What follows belongs to an exercise in optimizing a design on an open flow for small area, a short achievable clock period and few clock cycles per item; a production flow would make more cautious choices. The RTL was checked by simulation tests, not by an equivalence proof against the original design. No activity file was given, so power comes from the tool's default toggle rates.

// fc_layer_engine
module fc_layer_engine #(
    parameter int N_IN  = 64,
    parameter int N_OUT = 16,
    parameter int DW    = 10,
    parameter int WW    = 9,
    parameter int BW    = 11,
    parameter int ACCW  = 25,
    parameter int OW    = 16,
    parameter int SHIFT = 0
) (
    input  logic                       clk,
    input  logic                       rst_n,
    input  logic                       in_valid,
    input  logic [DW-1:0]              in_data,
    output logic                       in_ready,
    output logic [fc_pkg::idx_w(N_IN)-1:0] w_addr,
    input  logic [N_OUT*WW-1:0]        weight,
    input  logic [N_OUT*BW-1:0]        bias,
    output logic                       out_valid,
    input  logic                       out_ready,
    output logic [OW-1:0]              out_data,
    output logic [fc_pkg::idx_w(N_OUT)-1:0] out_idx,
    output logic                       layer_done
);
Size in the first run: about 360 I/O pins, about 0.092 sq mm of cells after synthesis.
==> flow/config.mk <==
export PLATFORM = sky130hd
export DESIGN_NAME = fc_layer_engine
export DESIGN_NICKNAME = fc_layer_engine
export VERILOG_FILES = /design/flow/design.v
export SDC_FILE = /design/flow/constraint.sdc
export NUM_CORES = 4
export LEC_CHECK = 0
export CAP_MARGIN = 20
export CORE_MARGIN = 2
export CORE_UTILIZATION = 55
export SETUP_SLACK_MARGIN = 5.0
export SLEW_MARGIN = 20
==> flow/constraint.sdc <==
create_clock -name core_clock -period 8.5 [get_ports {clk}]
set_input_delay 1.7000 -clock core_clock [delete_from_list [all_inputs] [get_ports {clk}]]
set_output_delay 1.7000 -clock core_clock [all_outputs]
set_load 0.01 [all_outputs]
standard.sh (not shown) runs the stock make flow with config.mk's settings and CLKGATE_MAP_FILE= SYNTH_SCRIPT=/design/flow/synth_recipe.tcl, a recipe that flattens the netlist after the stock synthesis.
==> flow/flow/run.sh <==
#!/bin/bash
# Own layout flow, built on the standard flow (standard.sh):
#  1. the standard synthesis, unchanged (bash standard.sh synth);
#  2. flow/polarity.py re-wires the inverters around full-adder cells in the synthesized
#     netlist (a full adder fed complemented inputs gives complemented outputs), which removes
#     inverters; no flip-flop, port or other cell changes (the original netlist is kept as
#     1_2_yosys.std.v);
#  3. the standard ORFS layout steps (bash standard.sh finish) with the port buffers made of
#     plain buffers and a larger setup-repair margin, so that timing repair keeps working
#     towards a shorter clock period. The clock period and constraints are the design's.
# Each step writes its full output to a log file of its own in this folder.
set -euo pipefail
MARGIN=$(cat flow/margin.txt)
R=orfs/results/${FLOW_PLATFORM:-sky130hd}/fc_layer_engine/base
bash standard.sh synth > synth.log 2>&1
cp "$R/1_2_yosys.v" "$R/1_2_yosys.std.v"
python3 flow/polarity.py "$R/1_2_yosys.std.v" "$R/1_2_yosys.pol.v" > polarity.log 2>&1
mv "$R/1_2_yosys.pol.v" "$R/1_2_yosys.v"
rm -f "$R/1_synth.odb" "$R/1_synth.sdc"
bash standard.sh finish SETUP_SLACK_MARGIN="$MARGIN" \
    BUFFER_PORTS_ARGS="-buffer_cell sky130_fd_sc_hd__buf_1" > layout.log 2>&1
test -f out/final.def
Other scripts of this flow, unchanged in this note and not shown: flow/flow/margin.txt, flow/flow/polarity.py
Testbench counts at the start, summed over its fixed seeds: cycles 12,440, items 192.
==> next run, changes <==
--- a/flow/design.v
+++ b/flow/design.v
@@ -390,24 +390,22 @@
     logic                   r_last;      
     logic                   r_fin;       
     logic                   r_ob_full;   
     logic [OUT_W-1:0]       r_rd_idx;    
     logic                   r_rd_last;   
     logic [N_OUT-1:0]       r_rd_oh;     
     logic                   r_out_valid;
     logic                   r_out_vint;  
     logic [OUT_W-1:0]       r_out_idx;
     logic                   r_out_last;  
     logic [OW-1:0]          r_out_data;
-    logic [OW-1:0]          r_out_q;     
-    logic [OW-1:0]          w_out_new;
     logic                   r_done;
     logic [RW-1:0]          r_obuf [N_OUT];
     logic [RW-1:0]          w_raw  [N_OUT];
     localparam int NG = 4;
     logic [ND-1:0]          g_one [NG];
     logic [ND-1:0]          g_two [NG];
     logic [ND-1:0]          g_neg [NG];
     logic [ND-1:0]          g_nsg [NG];
     logic [ND-1:0]          g_nz  [NG];
     logic                   g_first [NG];
     logic [N_OUT*WW-1:0]    r_w;
@@ -420,23 +418,23 @@
     logic                   w_pend_n;
     logic                   w_ob_full_n;
     logic                   w_in_ready_n;
     logic [ND-1:0]          w_one, w_two, w_neg;
     logic [DW:0]            w_xe;
     logic [RW-1:0]          w_rd;
     logic                   w_sgn, w_ovf;
     assign in_ready   = r_in_ready;
     assign w_addr     = r_in_cnt;
     assign out_valid  = r_out_valid;
     assign out_idx    = r_out_idx;
-    assign out_data   = r_out_q;
+    assign out_data   = r_out_data;
     assign layer_done = r_done;
     assign w_in_fire  = in_valid && !r_in_stall;
     assign w_out_fire = r_out_vint && out_ready;
     assign w_capture  = r_fin && !r_ob_full;
     assign w_move     = r_ob_full && (!r_out_vint || out_ready);
     assign w_in_cnt_n  = w_in_fire ? r_in_cnt + IN_W'(1) : r_in_cnt;
     assign w_pend_n    = (w_in_fire && r_cnt_last) || (r_pend && !w_capture);
     assign w_ob_full_n = w_capture || (r_ob_full && !(w_move && r_rd_last));
     assign w_in_ready_n = !(w_in_fire ? r_cnt_last : r_cnt_zero) || !w_pend_n || !w_ob_full_n;
     assign w_xe = {in_data, 1'b0};
     genvar d;
@@ -566,17 +564,17 @@
             r_rd_oh <= {r_rd_oh[N_OUT-2:0], r_rd_oh[N_OUT-1]};
         end
     end
     always_comb begin
         w_rd = '0;
         for (int i = 0; i < N_OUT; i++) begin
             w_rd = w_rd | (r_rd_oh[i] ? r_obuf[i] : '0);
         end
     end
     assign w_sgn = w_rd[OW-1] ? w_rd[OW+3] : w_rd[OW+2];
     assign w_ovf = w_rd[OW-1] ? w_rd[OW+1] : w_rd[OW];
-    assign w_out_new = {w_sgn, w_ovf ? {(OW-1){!w_sgn}} : w_rd[OW-2:0]};
     always_ff @(posedge clk) begin
-        r_out_data <= w_move ? w_out_new : r_out_q;
-        r_out_q    <= w_move ? w_out_new : r_out_data;
+        if (w_move) begin
+            r_out_data <= {w_sgn, w_ovf ? {(OW-1){!w_sgn}} : w_rd[OW-2:0]};
+        end
     end
 endmodule
After rerunning: Die area stays flat. Cell area fell slightly. Total power is about the same. Hold slack gets worse by 0.012 ns. Area after synthesis hardly moves. Worst setup slack degrades by 0.088 ns. Combinational power stays flat. Clock skew goes up by 0.0083 ns. Cell count hardly moves. Sequential power is about the same. Core utilization is lower by 0.39 points.
Testbench counts after the change, summed over its fixed seeds: cycles 12,440, items 192.

port drivers added, routing unchanged:
The results above use ideal ports. As a check the final layouts listed here were re-extracted and re-timed, cells and wires unchanged. Step 1: set_driving_cell puts a clkbuf_16 on clk and a buf_2 on each other input, an assumption about the parent block. Step 2, shift: input delay + t, output delay - t, t = (earliest + latest rising clock arrival at the registers) / 2. This alone moves slack from input paths to output paths. a / b / c = ideal / step 1 / step 2; a / b = the first two.
run | t (ns) | setup WS [ns] | worst setup path at the end
the first run | 0.904 | 5.337 / 5.245 / 4.918 | input to register
the second run | 0.891 | 5.249 / 5.166 / 4.828 | input to register
After both steps setup and hold are still met in every run listed. The setup slack of the second run, which loses most, moves by -0.083 ns with the drivers and by -0.421 ns with both steps.
